This is an optimization exercise on Yosys and OpenROAD, whose aim is small area, a short achievable clock period and few clock cycles per item, not a production implementation.
The RTL was checked by simulation tests, not by an equivalence proof against the original design.
Power and IR drop assume default switching activity.

### flow/design.v
`default_nettype none
module byte_stream_find_replace #(
  parameter int MAX_PATTERN     = 16,
  parameter int MAX_REPLACEMENT = 16
) (
  input  wire logic        clk,
  input  wire logic        rst_n,
  input  wire logic        cfg_we,
  input  wire logic [2:0]  cfg_index,
  input  wire logic [63:0] cfg_wdata,
  input  wire logic        in_tvalid,
  output logic             in_tready,
  input  wire logic [7:0]  in_tdata,
  input  wire logic        in_tlast,
  output logic             out_tvalid,
  input  wire logic        out_tready,
  output logic [7:0]       out_tdata,
  output logic             out_tuser,
  output logic             out_tlast
);
  localparam int DEPTH = 16;
  localparam int AW    = 4;
  logic         pzero_r;
  logic [3:0]   pm1_r;
  logic         rzero_r;
  logic [3:0]   rm1_r;
  logic [127:0] pat_r;
  logic [127:0] rep_r;
  logic [4:0] wlen;
  assign wlen = (cfg_wdata[4] && (cfg_wdata[3:0] != 4'd0)) ? 5'd16 : cfg_wdata[4:0];
  always_ff @(posedge clk) begin
    if (!rst_n) begin
      pzero_r <= 1'b1;
      pm1_r   <= '0;
      rzero_r <= 1'b1;
      rm1_r   <= '0;
      pat_r   <= '0;
      rep_r   <= '0;
    end else if (cfg_we) begin
      case (cfg_index)
        3'd0: begin pzero_r <= (wlen == 5'd0); pm1_r <= 4'(wlen - 5'd1); end
        3'd1: pat_r[63:0]   <= cfg_wdata;
        3'd2: pat_r[127:64] <= cfg_wdata;
        3'd3: begin rzero_r <= (wlen == 5'd0); rm1_r <= 4'(wlen - 5'd1); end
        3'd4: rep_r[63:0]   <= cfg_wdata;
        3'd5: rep_r[127:64] <= cfg_wdata;
        default: ;
      endcase
    end
  end
  logic        v1_r;
  logic [7:0]  b1_r;
  logic        l1_r;
  logic [15:0] eq1_r;
  logic        go;
  logic [9:0]    mem_r [DEPTH];    
  logic [AW:0]   wr_ptr_r;
  logic [AW:0]   c_ptr_r;
  logic [AW:0]   rd_ptr_r;
  logic          buf_full;
  assign buf_full  = (wr_ptr_r[AW-1:0] == rd_ptr_r[AW-1:0]) && (wr_ptr_r[AW] != rd_ptr_r[AW]);
  assign in_tready = !v1_r || !buf_full;
  assign go        = v1_r && !buf_full;
  always_ff @(posedge clk) begin
    if (!rst_n) begin
      v1_r <= 1'b0;
    end else if (in_tready) begin
      v1_r <= in_tvalid;
    end
  end
  always_ff @(posedge clk) begin
    if (in_tready) begin
      b1_r <= in_tdata;
      l1_r <= in_tlast;
      for (int k = 0; k < 16; k++) begin
        eq1_r[k] <= (in_tdata == pat_r[8*k +: 8]);
      end
    end
  end
  logic [3:0]  w_r;
  logic [15:0] d_r;
  logic [15:0] d_new;
  logic        match;
  logic        full;
  logic        commit_all;
  logic        wr_rep;
  assign d_new      = {d_r[14:0], 1'b1} & eq1_r;
  assign match      = !pzero_r && d_new[pm1_r];
  assign full       = (w_r == pm1_r);
  assign commit_all = l1_r || pzero_r;
  assign wr_rep     = !rzero_r || l1_r;
  always_ff @(posedge clk) begin
    if (!rst_n) begin
      wr_ptr_r <= '0;
      c_ptr_r  <= '0;
      w_r      <= '0;
      d_r      <= '0;
    end else if (cfg_we && (cfg_index == 3'd0)) begin
      wr_ptr_r <= c_ptr_r;
      w_r      <= '0;
      d_r      <= '0;
    end else if (go) begin
      if (match) begin
        c_ptr_r  <= c_ptr_r + (wr_rep ? 1'b1 : 1'b0);
        wr_ptr_r <= c_ptr_r + (wr_rep ? 1'b1 : 1'b0);
        w_r      <= '0;
        d_r      <= '0;
      end else if (commit_all) begin
        c_ptr_r  <= wr_ptr_r + 1'b1;
        wr_ptr_r <= wr_ptr_r + 1'b1;
        w_r      <= '0;
        d_r      <= '0;
      end else if (full) begin
        c_ptr_r  <= c_ptr_r + 1'b1;
        wr_ptr_r <= wr_ptr_r + 1'b1;
        d_r      <= d_new;
      end else begin
        wr_ptr_r <= wr_ptr_r + 1'b1;
        w_r      <= w_r + 1'b1;
        d_r      <= d_new;
      end
    end
  end
  always_ff @(posedge clk) begin
    for (int i = 0; i < DEPTH; i++) begin
      if (go && (match ? (wr_rep && (c_ptr_r[AW-1:0] == AW'(i)))
                       : (wr_ptr_r[AW-1:0] == AW'(i)))) begin
        mem_r[i] <= {match, l1_r, b1_r};
      end
    end
  end
  logic [9:0] head;
  logic       h_valid;
  logic       h_rep;
  logic       load;
  logic       fin;
  logic [3:0] idx_r;
  logic       ovalid_r;
  logic [7:0] odata_r;
  logic       ouser_r;
  logic       olast_r;
  assign head    = mem_r[rd_ptr_r[AW-1:0]];
  assign h_rep   = head[9];
  assign h_valid = (rd_ptr_r != c_ptr_r);
  assign load    = !ovalid_r || out_tready;
  assign fin     = !h_rep || rzero_r || (idx_r == rm1_r);
  always_ff @(posedge clk) begin
    if (!rst_n) begin
      ovalid_r <= 1'b0;
      rd_ptr_r <= '0;
      idx_r    <= '0;
    end else if (load) begin
      ovalid_r <= h_valid;
      if (h_valid) begin
        if (fin) begin
          rd_ptr_r <= rd_ptr_r + 1'b1;
          idx_r    <= '0;
        end else begin
          idx_r <= idx_r + 1'b1;
        end
      end
    end
  end
  always_ff @(posedge clk) begin
    if (load && h_valid) begin
      odata_r <= !h_rep ? head[7:0] : (rzero_r ? 8'd0 : rep_r[8*idx_r +: 8]);
      ouser_r <= !(h_rep && rzero_r);
      olast_r <= head[8] && fin;
    end
  end
  assign out_tvalid = ovalid_r;
  assign out_tdata  = odata_r;
  assign out_tuser  = ouser_r;
  assign out_tlast  = olast_r;
endmodule
`default_nettype wire
### flow/run.sh
#!/bin/bash
# synth_recipe.tcl (not shown) runs the flow's synth.tcl, then flattens the netlist and writes it again
# the make line also repeats each setting of config.mk as NAME=value (left out here)
make -C /OpenROAD-flow-scripts/flow DESIGN_CONFIG=/design/flow/config.mk WORK_HOME=/design/flow/orfs CLKGATE_MAP_FILE= SYNTH_SCRIPT=/design/flow/synth_recipe.tcl finish
### flow/config.mk
export PLATFORM = sky130hd
export DESIGN_NAME = byte_stream_find_replace
export DESIGN_NICKNAME = byte_stream_find_replace
export VERILOG_FILES = /design/flow/design.v
export SDC_FILE = /design/flow/constraint.sdc
export NUM_CORES = 4
export LEC_CHECK = 0
export ABC_CLOCK_PERIOD_IN_PS = 3000
export CAP_MARGIN = 20
export CORE_MARGIN = 2
export CORE_UTILIZATION = 40
export SETUP_SLACK_MARGIN = 3.5
export SLEW_MARGIN = 20
### flow/constraint.sdc
create_clock -name core_clock -period 6.5 [get_ports {clk}]
set_input_delay 1.3000 -clock core_clock [delete_from_list [all_inputs] [get_ports {clk}]]
set_output_delay 1.3000 -clock core_clock [all_outputs]
set_load 0.01 [all_outputs]
==> impl_metrics.csv, run 1 <==
group,metric,value,unit
outcome,status,"finished clean",
timing,hold_ws,454.1,ps
routing,viasPerCell,5.602,
timing,fin_ws,3272,ps
cells_and_area,nNetsFinal,2346,
synth,synth_cells,2210,
clocking,clkTransAtPathRegs,60,ps
global_routing,grt_overflow_total,0,
synth,synth_area,21860,um^2
synth,ys_top_cells_by_area,"dfxtp_1, edfxtp_1, nand2_1",
routing,dr.first_iter.drc_count,1720,
synth,synthArstFlopShare,0,%
clocking,cts_tree,"built",
global_routing,grt_use_total,23.03,%
placed_design,hpwlAfterDp,41.02,mm
worst_setup_path,crit_slowest_cell,"dfxtp_4",
synth,synth.avg_cell_area,9.891,um^2
power_and_ir_drop,power_density,306.6,nW/um^2
timing,tns,0,ps
synth,synth_seq_area_share,54.81,%
timing,maxSlewHeadroom,36.18,%
timing,min_period,3228,ps
routing,post_drt_wl_per_cell,21.95,um
clocking,cts.sinks,501,
cells_and_area,syn_to_final_growth,18.00,%
routing,num_vias,16745,
power_and_ir_drop,p_seq_share,43.7,%
clocking,hold_buffers,0,
routing,drt-pass1-iter-count,7,
power_and_ir_drop,power_frac_comb,16.5,%
worst_setup_path,cp-end-kind,"output port",
routing,routed_wl,65.62,mm
timing,fin_crit_sh,49.66,%
worst_setup_path,arrival,1930,ps
synth,synth_edf_count,195,
die,initial_core_util,40.54,%
power_and_ir_drop,clock_power_share,39.8,%
cells_and_area,layout_commonest_cell,"nand2_1",
clocking,clock_latency,610,ps
worst_setup_path,path_class,"flip-flop to output port",
worst_setup_path,max_stage_delay,350,ps
power_and_ir_drop,power,7.909,mW
placed_design,globalplace.congestion,0.8160,
global_routing,antenna_found_initial,3,
job,maxCapViolCount,0,
hold_path,min_path_type,"flip-flop to flip-flop",
timing,rsz0062_at_grt,"yes",
clocking,clk_path_buf_depth,3,
clocking,htree_levels,2,
timing,fin_skew,30.21,ps
cells_and_area,multi_input_area,9442,um^2
worst_setup_path,worst-path-max-fanout,2,
synth,yosysUniqueCellTypes,76,
timing,worstMarginPinSlew,957.3,ps
timing,clock.fmax,0.3098,GHz
synth,yosysTopAreaCell,"dfxtp_1",
die,die_h,237.8,um
cells_and_area,regArea,12010,um^2
die,io_pins,93,
worst_setup_path,required,5200,ps
cells_and_area,fillCellCount,4887,
power_and_ir_drop,netSwitchingFraction,27.12,%
synth,yosys_most_used_dff,"dfxtp_1",
placed_design,portBuffers,92,
worst_setup_path,path_common_cell,"buf_12",
global_routing,grt_pass1_vias,16025,
routing,final_antenna_net_count,0,
global_routing,grt_pass1_wl,99.13,mm
die,placement_rows,85,
placed_design,dpl_worst_slack,2568,ps
die,dieArea,56530,um^2
power_and_ir_drop,p_int,5.764,mW
worst_setup_path,cpLargestDelayFamily,"simple AND/OR/NAND/NOR gates",
clocking,root_buffer,"clkbuf_16",
timing,finalSetupViolCount,0,
timing,slew_viol_final,0,
power_and_ir_drop,p_sw,2.145,mW
routing,drc,0,
power_and_ir_drop,p_leak,8.168,nW
die,core_area,53920,um^2
cells_and_area,drive_above_1_share,11.08,%
synth,yosys.area.top_type_share,28.02,%
clocking,numCtsBuffers,52,
synth,synth_nets,2308,
cells_and_area,final_cell_mix,"nand2_1, a21oi_1, dfxtp_1",
timing,hold_viol,0,
worst_setup_path,crit_chain,"buf_12, xor2_4, nor4_4, nand2_2, buf_12, buf_6",
global_routing,grt_max_degree,165,
worst_setup_path,start_kind,"flip-flop",
synth,yosysWarnings,2,
die,die_x,237.8,um
power_and_ir_drop,vdd_drop_max,0.2481,mV
worst_setup_path,path_buf_inv,3,
synth,ys_ff_latch,501,
## metrics by stage
stage | cells | instance area, um^2 | utilization, %
floorplan | 2210 | 21860 | -
CTS | 2981 | 25590 | 47.47
global route | 2988 | 25790 | 47.83
global placement | 2867 | 23310 | 43.23
detailed placement | 2867 | 23310 | 43.24
finish | 2989 | 25790 | 47.84
## cell families (layout without fill, tap and decap cells)
logic type                 Yosys count  after routing  synth area share (%)
buffers and inverters              181            263                 3.383
adders and majority gates           17             17                0.9730
and+or+nand+nor                    815            815                 16.47
other                                0              1                     0
muxes                               70             70                 5.380
DFF                                501            501                 54.81
AOI/OAI and AO/OA                  468            468                 12.65
xor gates and xnor gates           158            158                 6.331
## state kept, by name, summed over array words and instances, names as in the netlist, 4 cells and up
name and flops:
odata_r 8, rm1_r 4, pm1_r 4, eq1_r 16, rep_r 128, mem_r 160
pat_r 128, rd_ptr_r 5, idx_r 4, w_r 4, b1_r 8, wr_ptr_r 5
c_ptr_r 5, d_r 15
## worst paths after layout
kind                from  cells after the start     endpoint  slack, ps
max          rd_ptr_r[3]                      6    in_tready       3270
min            rep_r[10]                      2    rep_r[10]        450
max reg2reg     pm1_r[1]                      6  mem_r[0][1]       3600
min reg2reg    rep_r[10]                      2    rep_r[10]        450
## tightest hold or removal path: stages (launching register included)
cell and delay [ps]:
dfxtp_1 310, nand2_1 50, a21oi_1 50
## cells in the mapped netlist, types with 4 or more instances
library cell and number:
edfxtp_1 195, nand3_1 44, buf_1 11, clkbuf_1 130, nor2_1 41, a211o_1 5
nand2b_1 12, a31oi_1 8, a22oi_1 25, nor2b_1 9, inv_1 12, a222oi_1 15
dfxtp_1 306, or4b_1 4, a21oi_1 318, mux2_2 10, and3_1 16, mux4_2 37
nand2_1 584, nand4b_1 15, a221oi_1 7, mux2i_1 23, nand4_1 56, nand3b_1 5
ha_1 17, xor2_1 12, o211ai_1 8, buf_2 20, o22ai_1 10, o21ai_0 22
xnor2_1 146, and2_1 8, a211oi_1 21
## timing repair
action,4_1_cts,5_1_grt
setup endpoints to repair,209,351
resized for setup,54,22
setup buffers,13,7
pin swaps,8,8
cloned,3,0
## layer usage
layer  part of all wire (%)  GRT usage [%]  wire length [um]  vias to the layer above
li1                       -              -                 -                     7847
met1                     42          30.38             27530                     8209
met2                     47          37.82             31070                      553
met3                    6.8          4.146              4450                      132
met4                    3.9          8.538              2541                        4
met5                  0.040              0                26                        -
## power groups by stage
stage | Sequential (mW) | Clock, mW | Combinational [mW]
final | 3.46 | 3.15 | 1.31
after global routing | 3.47 | 3.32 | 1.40
after CTS | 3.45 | 3.18 | 1.27
after detailed placement | 3.52 | 0 | 1.17
after global placement | 3.52 | 0 | 1.16
after floorplan | 3.51 | 0 | 0.689
## final cells by class
type	count	area share (%)
flip-flops and latches	501	46.58
multi-input cells	1528	36.60
repair buffers	152	6.185
clock buffers	65	5.506
well taps	696	3.376
clock inverters	33	1.504
inverters	13	0.2377
diodes	1	0.009702
Testbench counts, summed over its fixed seeds: cycles 95,031, items 28,800.
==> run 2, diff against run 1 <==
--- a/flow/config.mk
+++ b/flow/config.mk
@@ -5,9 +5,8 @@
 export SDC_FILE = /design/flow/constraint.sdc
 export NUM_CORES = 4
 export LEC_CHECK = 0
-export ABC_CLOCK_PERIOD_IN_PS = 3000
 export CAP_MARGIN = 20
 export CORE_MARGIN = 2
-export CORE_UTILIZATION = 40
+export CORE_UTILIZATION = 60
 export SETUP_SLACK_MARGIN = 3.5
 export SLEW_MARGIN = 20
==> impl_metrics.csv, run 2 <==
group,metric,value,unit
timing,finalSetupViolCount,0,
placed_design,place_area,22990,um^2
worst_setup_path,start_kind,"flip-flop",
synth,synth_edf_count,195,
global_routing,grt_pass1_wl,95.77,mm
routing,final_antenna_net_count,0,
cells_and_area,top_register,"mem_r",
synth,yosys.area.top_type_share,28.02,%
timing,rsz0062_at_grt,"yes",
timing,min_period,3119,ps
worst_setup_path,worst-path-max-fanout,7,
placed_design,hpwlAfterDp,39.23,mm
die,dieArea,37980,um^2
global_routing,grt_use_total,33.01,%
global_routing,grt_overflow_total,0,
cells_and_area,syn_to_final_growth,14.92,%
timing,hold_ws,452.3,ps
clocking,hold_buffers,0,
power_and_ir_drop,p_leak,7.995,nW
timing,hold_viol,0,
clocking,clk_path_buf_depth,3,
global_routing,antenna_found_initial,1,
routing,post_drt_wl_per_cell,23.23,um
timing,fin_crit_sh,47.99,%
cells_and_area,fin_util,70.29,%
cells_and_area,nNetsFinal,2331,
power_and_ir_drop,power,7.600,mW
synth,ys_ff_latch,501,
synth,synth_common_cells,"nand2_1, a21oi_1, dfxtp_1",
clocking,htree_levels,2,
cells_and_area,layout_commonest_cell,"nand2_1",
hold_path,min_path_type,"flip-flop to flip-flop",
routing,drt-pass1-iter-count,6,
synth,yosysUniqueCellTypes,76,
global_routing,grt_max_degree,95,
worst_setup_path,arrival,1820,ps
routing,drc,0,
synth,yosys_most_used_dff,"dfxtp_1",
clocking,cts.sinks,501,
cells_and_area,reg_top3,"mem_r: 160 flops, pat_r: 128 flops, rep_r: 128 flops",
timing,maxSlewHeadroom,31.35,%
die,die_x,194.9,um
synth,yosysMostFrequentCell,"nand2_1",
die,io_pins,93,
timing,slew_viol_final,0,
synth,yosysWarnings,2,
worst_setup_path,regToRegSetupSlack,3590,ps
clocking,clkTransAtPathRegs,60,ps
die,die_h,194.9,um
timing,clock.fmax,0.3206,GHz
job,maxCapViolCount,0,
placed_design,dpl_worst_slack,2519,ps
clocking,cts_tree,"built",
synth,synth.avg_cell_area,9.891,um^2
global_routing,grt_pass1_vias,15985,
cells_and_area,drive_above_1_share,10.51,%
power_and_ir_drop,vdd_drop_max,0.2169,mV
clocking,numCtsBuffers,51,
worst_setup_path,required,5200,ps
synth,synth_cells,2210,
clocking,root_buffer,"clkbuf_16",
die,placement_rows,69,
placed_design,portBuffers,92,
timing,fin_ws,3381,ps
timing,worstMarginPinSlew,1030,ps
clocking,clock_latency,580,ps
placed_design,dpl.cell_count,2625,
routing,routed_wl,63.57,mm
routing,viasPerCell,6.213,
power_and_ir_drop,power_density,302.5,nW/um^2
worst_setup_path,cp-end-kind,"output port",
cells_and_area,final_cell_mix,"nand2_1, a21oi_1, dfxtp_1",
synth,synth_seq_area_share,54.81,%
placed_design,globalplace.congestion,0.8754,
timing,tns,0,ps
outcome,status,"finished clean",
synth,synth_area,21860,um^2
worst_setup_path,path_class,"flip-flop to output port",
cells_and_area,largest_register_ffs,160,
cells_and_area,finalNonFillerCells,2737,
routing,num_vias,17006,
timing,fin_skew,19.84,ps
synth,ys_top_cells_by_area,"dfxtp_1, edfxtp_1, nand2_1",
synth,yosysTopAreaCell,"dfxtp_1",
cells_and_area,design_area,25120,um^2
synth,synth_nets,2308,
synth,synthArstFlopShare,0,%
routing,dr.first_iter.drc_count,1747,
die,core_area,35740,um^2
die,initial_core_util,61.16,%
-- run 2: cell counts after synthesis --
No cell type changed its count.
-- run 2: worst paths after layout --
check | end | startpoint | cells past startpoint
worst max register to register | odata_r[1] | rd_ptr_r[0] | 11
worst min register to register | rep_r[11] | rep_r[11] | 2
worst min-delay path | rep_r[11] | rep_r[11] | 2
worst max-delay path | in_tready | wr_ptr_r[2] | 5
-- run 2: cells by family after synthesis --
| group | share of synthesized area [%] |
|---|---|
| buffers and inverters | 3.383 |
| AND/OR/NAND/NOR | 16.47 |
| multiplexers | 5.380 |
| flip-flops | 54.81 |
| AO/OA/AOI/OAI | 12.65 |
| XOR/XNOR | 6.331 |
| adder cells (fa/ha/maj) | 0.9730 |
-- run 2: timing repair --
item / CTS / global route
setup buffers: 6 / 6
pin swaps: 5 / 9
cloned: 2 / 2
setup endpoints to repair: 306 / 242
gates resized for setup: 43 / 18
-- run 2: per-layer routing --
layer  GRT usage (%)  wire length [um]  part of all wire [%]  up-vias
met2           55.32             30870                    49      800
met3           4.390              5015                   7.9      146
met5               0                 0                     0        -
met4           13.57              2663                   4.2        0
li1                -                 -                     -     7826
met1           43.58             25020                    39     8234
-- run 2: layout make-up --
type | count | area (um^2)
diodes | 1 | 2.502
well taps | 461 | 576.8
multi-input cells | 1531 | 9440
clock buffers | 74 | 1478
flip-flops and latches | 501 | 12010
fillers | 2729 | 10620
inverters | 13 | 75.07
repair inverters | 1 | 8.758
clock inverters | 21 | 215.2
repair buffers | 134 | 1318
-- run 2: where the power goes --
| group | switching, mW | internal [mW] |
|---|---|---|
| combinational | 0.753 | 0.472 |
| clock | 1.21 | 1.71 |
| sequential | 0.0769 | 3.38 |
| total | 2.04 | 5.56 |
-- run 2: worst max-delay path, cell delays in order, from the launching register on --
cell and delay (ps):
dfxtp_4 410, xnor2_2 120, nand2_2 110, nor4_4 330
nand2_1 120, buf_2 150
==> run 3, diff against run 2 <==
--- a/flow/config.mk
+++ b/flow/config.mk
@@ -7,6 +7,5 @@
 export LEC_CHECK = 0
 export CAP_MARGIN = 20
 export CORE_MARGIN = 2
-export CORE_UTILIZATION = 60
-export SETUP_SLACK_MARGIN = 3.5
+export CORE_UTILIZATION = 40
 export SLEW_MARGIN = 20
==> impl_metrics.csv, run 3 <==
group,metric,value,unit
outcome,status,"finished clean",
synth,yosysWarnings,2,
timing,fin_ws,1963,ps
die,die_x,237.8,um
synth,yosysMostFrequentCell,"nand2_1",
placed_design,portBuffers,92,
timing,min_period,4537,ps
synth,synth.avg_cell_area,9.891,um^2
timing,slew_viol_final,0,
worst_setup_path,arrival,3240,ps
timing,tns,0,ps
clocking,post_cts_buffers,0,
worst_setup_path,worst-path-max-fanout,50,
power_and_ir_drop,p_seq_share,44.4,%
hold_path,min_path_type,"flip-flop to flip-flop",
worst_setup_path,crit_chain,"buf_4, xor2_1, nor4_1, nand2_1, buf_4, clkdlybuf4s50_1",
timing,hold_ws,453.5,ps
global_routing,grt_max_degree,165,
global_routing,grt_pass1_wl,97.12,mm
synth,synth_nets,2308,
routing,post_drt_wl_per_cell,21.57,um
clocking,root_buffer,"clkbuf_16",
cells_and_area,finalNonFillerCells,2966,
job,maxCapViolCount,0,
synth,synth_xor_area_share,6.330,%
placed_design,dpl.cell_count,2867,
timing,clock.fmax,0.2204,GHz
die,placement_rows,85,
timing,maxSlewHeadroom,25.21,%
timing,hold_viol,0,
timing,fin_crit_sh,69.80,%
die,dieArea,56530,um^2
placed_design,hpwlAfterDp,41.02,mm
routing,drc,0,
global_routing,grt_overflow_total,0,
synth,synth_fa_ha_area_share,0.9730,%
cells_and_area,nNetsFinal,2324,
synth,yosys.area_share.simple,16.47,%
routing,num_vias,16505,
synth,synth_common_cells,"nand2_1, a21oi_1, dfxtp_1",
power_and_ir_drop,power,7.772,mW
die,die_h,237.8,um
power_and_ir_drop,clock_power_share,40.4,%
cells_and_area,syn_to_final_growth,14.98,%
power_and_ir_drop,p_leak,7.933,nW
clocking,ctsResizeCount,0,
routing,viasPerCell,5.565,
clocking,cts_tree,"built",
die,initial_core_util,40.54,%
synth,synth_compound_area_share,12.65,%
cells_and_area,largest_register_ffs,160,
placed_design,place_area,23310,um^2
die,core_area,53920,um^2
worst_setup_path,path_buf_inv,3,
clocking,clk_path_buf_depth,3,
global_routing,grt_pass1_vias,15854,
cells_and_area,drive_above_1_share,9.163,%
worst_setup_path,crit_slowest_cell,"nor4_1",
clocking,htree_levels,2,
clocking,hold_buffers,0,
power_and_ir_drop,vdd_drop_max,0.2478,mV
worst_setup_path,required,5200,ps
timing,fin_skew,29.96,ps
worst_setup_path,max_stage_delay,650,ps
power_and_ir_drop,power_density,309.2,nW/um^2
routing,drt-pass1-iter-count,6,
cells_and_area,reg_top3,"mem_r: 160 flops, pat_r: 128 flops, rep_r: 128 flops",
placed_design,dpl_worst_slack,2568,ps
clocking,clkTransAtPathRegs,60,ps
power_and_ir_drop,p_int,5.680,mW
power_and_ir_drop,p_sw,2.092,mW
synth,synth_seq_area_share,54.81,%
clocking,clock_latency,610,ps
die,io_pins,93,
worst_setup_path,path_common_cell,"buf_4",
cells_and_area,final_cell_mix,"nand2_1, a21oi_1, dfxtp_1",
global_routing,grt_use_total,22.54,%
worst_setup_path,start_kind,"flip-flop",
placed_design,globalplace.congestion,0.8160,
timing,rsz0062_at_grt,"no",
timing,finalSetupViolCount,0,
worst_setup_path,cpLargestDelayFamily,"buffers and inverters",
cells_and_area,fin_util,46.61,%
timing,worstMarginPinSlew,1122,ps
global_routing,antenna_found_initial,2,
cells_and_area,layout_commonest_cell,"nand2_1",
routing,routed_wl,63.99,mm
synth,yosys_most_used_dff,"dfxtp_1",
synth,yosysUniqueCellTypes,76,
synth,synth_cells,2210,
cells_and_area,design_area,25130,um^2
synth,yosysTopAreaCell,"dfxtp_1",
synth,synth_edf_count,195,
power_and_ir_drop,netSwitchingFraction,26.91,%
synth,ys_ff_latch,501,
synth,synth_top_family_by_area,"simple AND/OR/NAND/NOR gates",
synth,yosys.area.top_type_share,28.02,%
synth,synthArstFlopShare,0,%
cells_and_area,diodes,0,
worst_setup_path,cp-end-kind,"output port",
routing,dr.first_iter.drc_count,1622,
synth,synth_area,21860,um^2
synth,ys_top_cells_by_area,"dfxtp_1, edfxtp_1, nand2_1",
cells_and_area,top_register,"mem_r",
clocking,numCtsBuffers,52,
clocking,cts.sinks,501,
routing,final_antenna_net_count,0,
synth,muxShareOfSynthArea,5.380,%
power_and_ir_drop,power_frac_comb,15.1,%
worst_setup_path,path_class,"flip-flop to output port",
-- run 3: cell counts after synthesis --
No cell type changed its count.
-- run 3: power groups by stage --
stage | clock network (mW) | registers [mW] | logic [mW]
after floorplan | 0 | 3.51 | 0.689
after global placement | 0 | 3.52 | 1.16
after detailed placement | 0 | 3.52 | 1.17
after CTS | 3.18 | 3.45 | 1.18
after global routing | 3.32 | 3.46 | 1.27
final | 3.14 | 3.45 | 1.18
-- run 3: final cells by class --
cell class / count / area (um^2)
Clock buffer: 65 / 1420
Clock inverter: 33 / 387.9
Fill cell: 4979 / 28790
Inverter: 13 / 56.30
Multi-Input combinational cell: 1528 / 9214
Sequential cell: 501 / 11990
Tap cell: 696 / 870.8
Timing Repair Buffer: 130 / 1200
-- run 3: worst reg2reg max path, cell delays in order (launching register included) --
cell	delay, ps
dfxtp_1	470
ha_1	840
buf_4	390
or3_1	190
nand2_1	60
mux4_2	540
o21ai_1	180
buf_4	230
inv_1	120
o32ai_1	430
-- run 3: cell families after synthesis --
group,Yosys count
AOI/OAI and AO/OA,468
xor gates and xnor gates,158
adders and majority gates,17
buffers and inverters,181
DFF,501
muxes,70
and+or+nand+nor,815
-- run 3: routing by layer --
metal	wire length, um	track usage [%]	part of all wire, %	up-vias
met3	3831	4.285	6.0	121
met2	29970	36.55	47	481
met5	26	0	0.041	-
met4	2540	8.957	4.0	4
met1	27620	29.73	43	8092
li1	-	-	-	7807
-- run 3: final timing paths --
path                     from          to  slack (ps)  cells after the start
setup / recovery  rd_ptr_r[3]   in_tready        1960                      6
hold / removal      rep_r[29]   rep_r[29]         450                      2
setup reg to reg  rd_ptr_r[0]  odata_r[1]        2790                      9
hold reg to reg     rep_r[29]   rep_r[29]         450                      2

[re-timing with driven ports]
How much do the figures lean on ideal ports? The routed layouts below were timed once more, with nothing changed but the port constraints.
Step 1 sets driving cells, clkbuf_16 on the clock port and buf_2 on the other inputs (assumed; they add their load-dependent delay and slew).
Step 2 also shifts input and output timing later by t, the mid clock arrival at the registers, as if the neighbouring blocks saw the same clock.
Three values: no drivers, after step 1, after step 2; two values: the first two.
| run | t, ns | setup slack, ns | worst hold slack (ns) | slew at the worst register clock pin (ns) | pins driven straight from the clock port |
|---|---|---|---|---|---|
| run 1 | 0.656 | 3.272 / 3.215 / 2.901 | 0.454 / 0.454 / 0.454 | 0.07 / 0.07 | 1 |
| run 2 | 0.628 | 3.381 / 3.324 / 2.918 | 0.452 / 0.452 / 0.452 | 0.07 / 0.07 | 1 |
| run 3 | 0.658 | 1.963 / 1.902 / 2.560 | 0.453 / 0.453 / 0.453 | 0.06 / 0.06 | 1 |
After both steps setup and hold are still met in every run listed. For run 2, which loses most, drivers alone change the setup slack by -0.057 ns; drivers and shift together by -0.463 ns.
